Context: an optimization exercise on an open-source flow, tuned for small area. The choices shown serve that exercise and are no tape-out recipe.
Where RTL was checked, it was by simulation tests only, not by an equivalence proof against the original.
Power is estimated from default activity; no workload was simulated.

== main ==
==> flow/design.v <==
module axi4_lite_regfile_slave #(
  parameter int ADDRESS    = 32,
  parameter int DATA_WIDTH = 32,
  parameter int NUM_REGS   = 32
) (
  input  logic                    ACLK,
  input  logic                    ARESETN,
  input  logic [ADDRESS-1:0]      S_AWADDR,
  input  logic                    S_AWVALID,
  output logic                    S_AWREADY,
  input  logic [DATA_WIDTH-1:0]   S_WDATA,
  input  logic [DATA_WIDTH/8-1:0] S_WSTRB,
  input  logic                    S_WVALID,
  output logic                    S_WREADY,
  output logic [1:0]              S_BRESP,
  output logic                    S_BVALID,
  input  logic                    S_BREADY,
  input  logic [ADDRESS-1:0]      S_ARADDR,
  input  logic                    S_ARVALID,
  output logic                    S_ARREADY,
  output logic [DATA_WIDTH-1:0]   S_RDATA,
  output logic [1:0]              S_RRESP,
  output logic                    S_RVALID,
  input  logic                    S_RREADY
);
  localparam int SW    = DATA_WIDTH / 8;
  localparam int OFS   = $clog2(SW);
  localparam int IDX_W = (NUM_REGS > 1) ? $clog2(NUM_REGS) : 1;
  localparam logic [ADDRESS-1:0] NREGS_A = ADDRESS'(NUM_REGS);
  logic st_wa, st_wr, st_rr;           
  logic aw_held, w_held, last_wr;
  logic idle;
  logic [IDX_W-1:0]      pos_q;        
  logic                  ok_q;         
  logic [DATA_WIDTH-1:0] wd_q;
  logic [SW-1:0]         ws_q;
  logic [NUM_REGS-1:0]                 valid;
  logic [SW-1:0][NUM_REGS-1:0][7:0]   mem;    
  logic wr_req, grant_wr, grant_rd, aw_hs, w_hs, do_wr;
  logic [ADDRESS-1:0] aw_word, ar_word;
  logic aw_ok, ar_ok;
  assign idle     = ~st_wa & ~st_wr & ~st_rr;
  assign wr_req   = S_AWVALID | S_WVALID;
  assign grant_wr = wr_req & (~S_ARVALID | ~last_wr);
  assign grant_rd = S_ARVALID & ~grant_wr;
  assign aw_hs    = st_wa & ~aw_held & S_AWVALID;
  assign w_hs     = st_wa & ~w_held & S_WVALID;
  assign do_wr    = st_wa & (aw_held | S_AWVALID) & (w_held | S_WVALID);
  assign aw_word = S_AWADDR >> OFS;
  assign ar_word = S_ARADDR >> OFS;
  assign aw_ok   = aw_word < NREGS_A;
  assign ar_ok   = ar_word < NREGS_A;
  always_ff @(posedge ACLK or negedge ARESETN) begin
    if (!ARESETN) begin
      st_wa   <= 1'b0;
      st_wr   <= 1'b0;
      st_rr   <= 1'b0;
      aw_held <= 1'b0;
      w_held  <= 1'b0;
      last_wr <= 1'b0;
    end else begin
      if (idle) begin
        if (grant_wr) begin
          st_wa   <= 1'b1;
          last_wr <= 1'b1;
        end else if (grant_rd) begin
          st_rr   <= 1'b1;
          last_wr <= 1'b0;
        end
      end
      if (st_wa) begin
        if (do_wr) begin
          st_wa   <= 1'b0;
          st_wr   <= 1'b1;
          aw_held <= 1'b0;
          w_held  <= 1'b0;
        end else begin
          if (aw_hs) aw_held <= 1'b1;
          if (w_hs)  w_held  <= 1'b1;
        end
      end
      if (st_wr && S_BREADY) st_wr <= 1'b0;
      if (st_rr && S_RREADY) st_rr <= 1'b0;
    end
  end
  always_ff @(posedge ACLK) begin
    if (idle) begin
      ok_q  <= ar_ok;
    end else if (st_wa && !aw_held) begin
      ok_q  <= aw_ok;
    end
    if (st_wa && !w_held) begin
      wd_q <= S_WDATA;
      ws_q <= S_WSTRB;
    end
  end
  logic [IDX_W-1:0]    rot, ld_idx;
  logic [NUM_REGS-1:0] dec;
  logic                prev_wr, window;
  always_ff @(posedge ACLK) rot <= rot + 1'b1;
  assign ld_idx = idle ? ar_word[IDX_W-1:0] : aw_word[IDX_W-1:0];
  always_ff @(posedge ACLK)
    if (idle || (st_wa && !aw_held)) pos_q <= ld_idx + rot + 1'b1;
    else                             pos_q <= pos_q + 1'b1;
  always_comb for (int p = 0; p < NUM_REGS; p++) dec[p] = (pos_q == IDX_W'(p));
  always_ff @(posedge ACLK or negedge ARESETN)
    if (!ARESETN) prev_wr <= 1'b0;
    else          prev_wr <= st_wr;
  assign window = (st_wr | prev_wr) & ok_q;
  function automatic logic pol_of(input int p);
    pol_of = (((p + 1) / 2) % 2) == 1;
  endfunction
  logic [NUM_REGS-1:0][DATA_WIDTH-1:0] ring;
  logic [NUM_REGS-1:0]                 vring;
  logic [SW-1:0][7:0]                  wd_m;
  genvar b, p;
  generate
    for (b = 0; b < SW; b++) begin : g_wd
      assign wd_m[b] = ws_q[b] ? wd_q[8*b +: 8] : 8'h00;
    end
    for (p = 0; p < NUM_REGS; p++) begin : g_pos
      localparam int PP = (p + NUM_REGS - 1) % NUM_REGS;
      localparam logic POL = pol_of(p);
      if (p % 2 == 1) begin : g_ins
        logic ins;
        logic [SW-1:0] lane;
        assign ins = window & dec[PP];
        for (b = 0; b < SW; b++) begin : g_lane
          assign lane[b] = ins & (ws_q[b] | ~vring[PP]);
        end
        always_ff @(posedge ACLK)
          for (int j = 0; j < SW; j++)
            ring[p][8*j +: 8] <= lane[j] ? (wd_m[j] ^ {8{POL}}) : ~ring[PP][8*j +: 8];
        always_ff @(posedge ACLK or negedge ARESETN)
          if (!ARESETN) vring[p] <= 1'b0;
          else          vring[p] <= vring[PP] | ins;
      end else begin : g_pass
        always_ff @(posedge ACLK) ring[p] <= ring[PP];
        always_ff @(posedge ACLK or negedge ARESETN)
          if (!ARESETN) vring[p] <= 1'b0;
          else          vring[p] <= vring[PP];
      end
    end
  endgenerate
  always_comb begin
    S_RDATA = '0;
    for (int i = 0; i < NUM_REGS; i++)
      S_RDATA = S_RDATA | ((ring[i] ^ {DATA_WIDTH{pol_of(i)}}) & {DATA_WIDTH{dec[i] & vring[i] & ok_q}});
  end
  assign S_AWREADY = st_wa & ~aw_held;
  assign S_WREADY  = st_wa & ~w_held;
  assign S_ARREADY = idle & grant_rd;
  assign S_BVALID  = st_wr;
  assign S_BRESP   = {~ok_q, 1'b0};
  assign S_RVALID  = st_rr;
  assign S_RRESP   = {~ok_q, 1'b0};
endmodule
Settings: LEC_CHECK=0, CAP_MARGIN=20, CORE_MARGIN=2, CORE_UTILIZATION=40, SLEW_MARGIN=20; clock period 5.0 ns.
run.sh (not shown) runs the stock make flow with config.mk's settings and CLKGATE_MAP_FILE= SYNTH_SCRIPT=/design/flow/synth_recipe.tcl, a recipe that flattens the netlist after the stock synthesis.
| main | all stages done | FAIL | setup timing |
The inputs of the feature branch differ from those of main as listed below.
diff --git a/flow/design.v b/flow/design.v
--- a/flow/design.v
+++ b/flow/design.v
@@ -29,9 +29,9 @@
   localparam logic [ADDRESS-1:0] NREGS_A = ADDRESS'(NUM_REGS);
   logic st_wa, st_wr, st_rr;           
   logic aw_held, w_held, last_wr;
   logic idle;
-  logic [IDX_W-1:0]      pos_q;        
+  logic [IDX_W-1:0]      idx_q;        
   logic                  ok_q;         
   logic [DATA_WIDTH-1:0] wd_q;
   logic [SW-1:0]         ws_q;
   logic [NUM_REGS-1:0]                 valid;
@@ -84,26 +84,25 @@
     end
   end
   always_ff @(posedge ACLK) begin
     if (idle) begin
+      idx_q <= ar_word[IDX_W-1:0];
       ok_q  <= ar_ok;
     end else if (st_wa && !aw_held) begin
+      idx_q <= aw_word[IDX_W-1:0];
       ok_q  <= aw_ok;
     end
     if (st_wa && !w_held) begin
       wd_q <= S_WDATA;
       ws_q <= S_WSTRB;
     end
   end
-  logic [IDX_W-1:0]    rot, ld_idx;
+  logic [IDX_W-1:0]    rot, pos;
   logic [NUM_REGS-1:0] dec;
   logic                prev_wr, window;
   always_ff @(posedge ACLK) rot <= rot + 1'b1;
-  assign ld_idx = idle ? ar_word[IDX_W-1:0] : aw_word[IDX_W-1:0];
-  always_ff @(posedge ACLK)
-    if (idle || (st_wa && !aw_held)) pos_q <= ld_idx + rot + 1'b1;
-    else                             pos_q <= pos_q + 1'b1;
-  always_comb for (int p = 0; p < NUM_REGS; p++) dec[p] = (pos_q == IDX_W'(p));
+  assign pos = idx_q + rot;
+  always_comb for (int p = 0; p < NUM_REGS; p++) dec[p] = (pos == IDX_W'(p));
   always_ff @(posedge ACLK or negedge ARESETN)
     if (!ARESETN) prev_wr <= 1'b0;
     else          prev_wr <= st_wr;
   assign window = (st_wr | prev_wr) & ok_q;
Findings:
main: flow complete, layout not clean; failing: setup timing. What the final checks of the feature branch revealed, after a flow that finished every stage, was a layout that fails on setup timing. The feature branch vs main on fraction of the cycle the final worst path needs: the feature branch is the higher one. Xor and xnor area share after synthesis: the feature branch vs main, no meaningful difference. The feature branch gives more TritonCTS buffer count than main did. Compare main and the feature branch | number of instances in the synthesized netlist lower: main. Going from main to the feature branch, clock latency on the worst-skew pair essentially unchanged; die area increased about 2.4%; data arrival time of the critical path increased 0.06 ns; total power increased 4100 uW. Taking the feature branch over main, the reported net switching power ratio works out to 1.3. Between main and the feature branch, the flip-flop and latch area figures differ only marginally. The feature branch vs. main: antenna diode count went up by 3. Net switching share of the total power (the feature branch over main): increase, 2.6 points.
Function not checked in main: the RTL went through the layout flow alone.

afterwards: timing with drivers on the ports:
No port has a modelled driver above. Below, the same layouts with a new extraction and two added sets of constraints. Step 1, drivers: a clkbuf_16 drives ACLK and a buf_2 each remaining input, both assumed. Step 2 adds t to the input delays and takes it off the output delays; t is the mean of the earliest and latest rising clock arrival at the registers after step 1. Input paths then give back, and output paths get back, about the clock's delay inside the block. a / b / c = no drivers / after step 1 / after step 2; a / b = the first two.
run | t, ns | slack for setup (ns) | latest minus earliest clock arrival (ns) | cell pins on the clock port's net
main | 0.754 | -0.062 / -0.134 / 0.619 | 0.030 / 0.031 | 1
the feature branch | 0.768 | -0.121 / -0.196 / 0.571 | 0.032 / 0.031 | 1
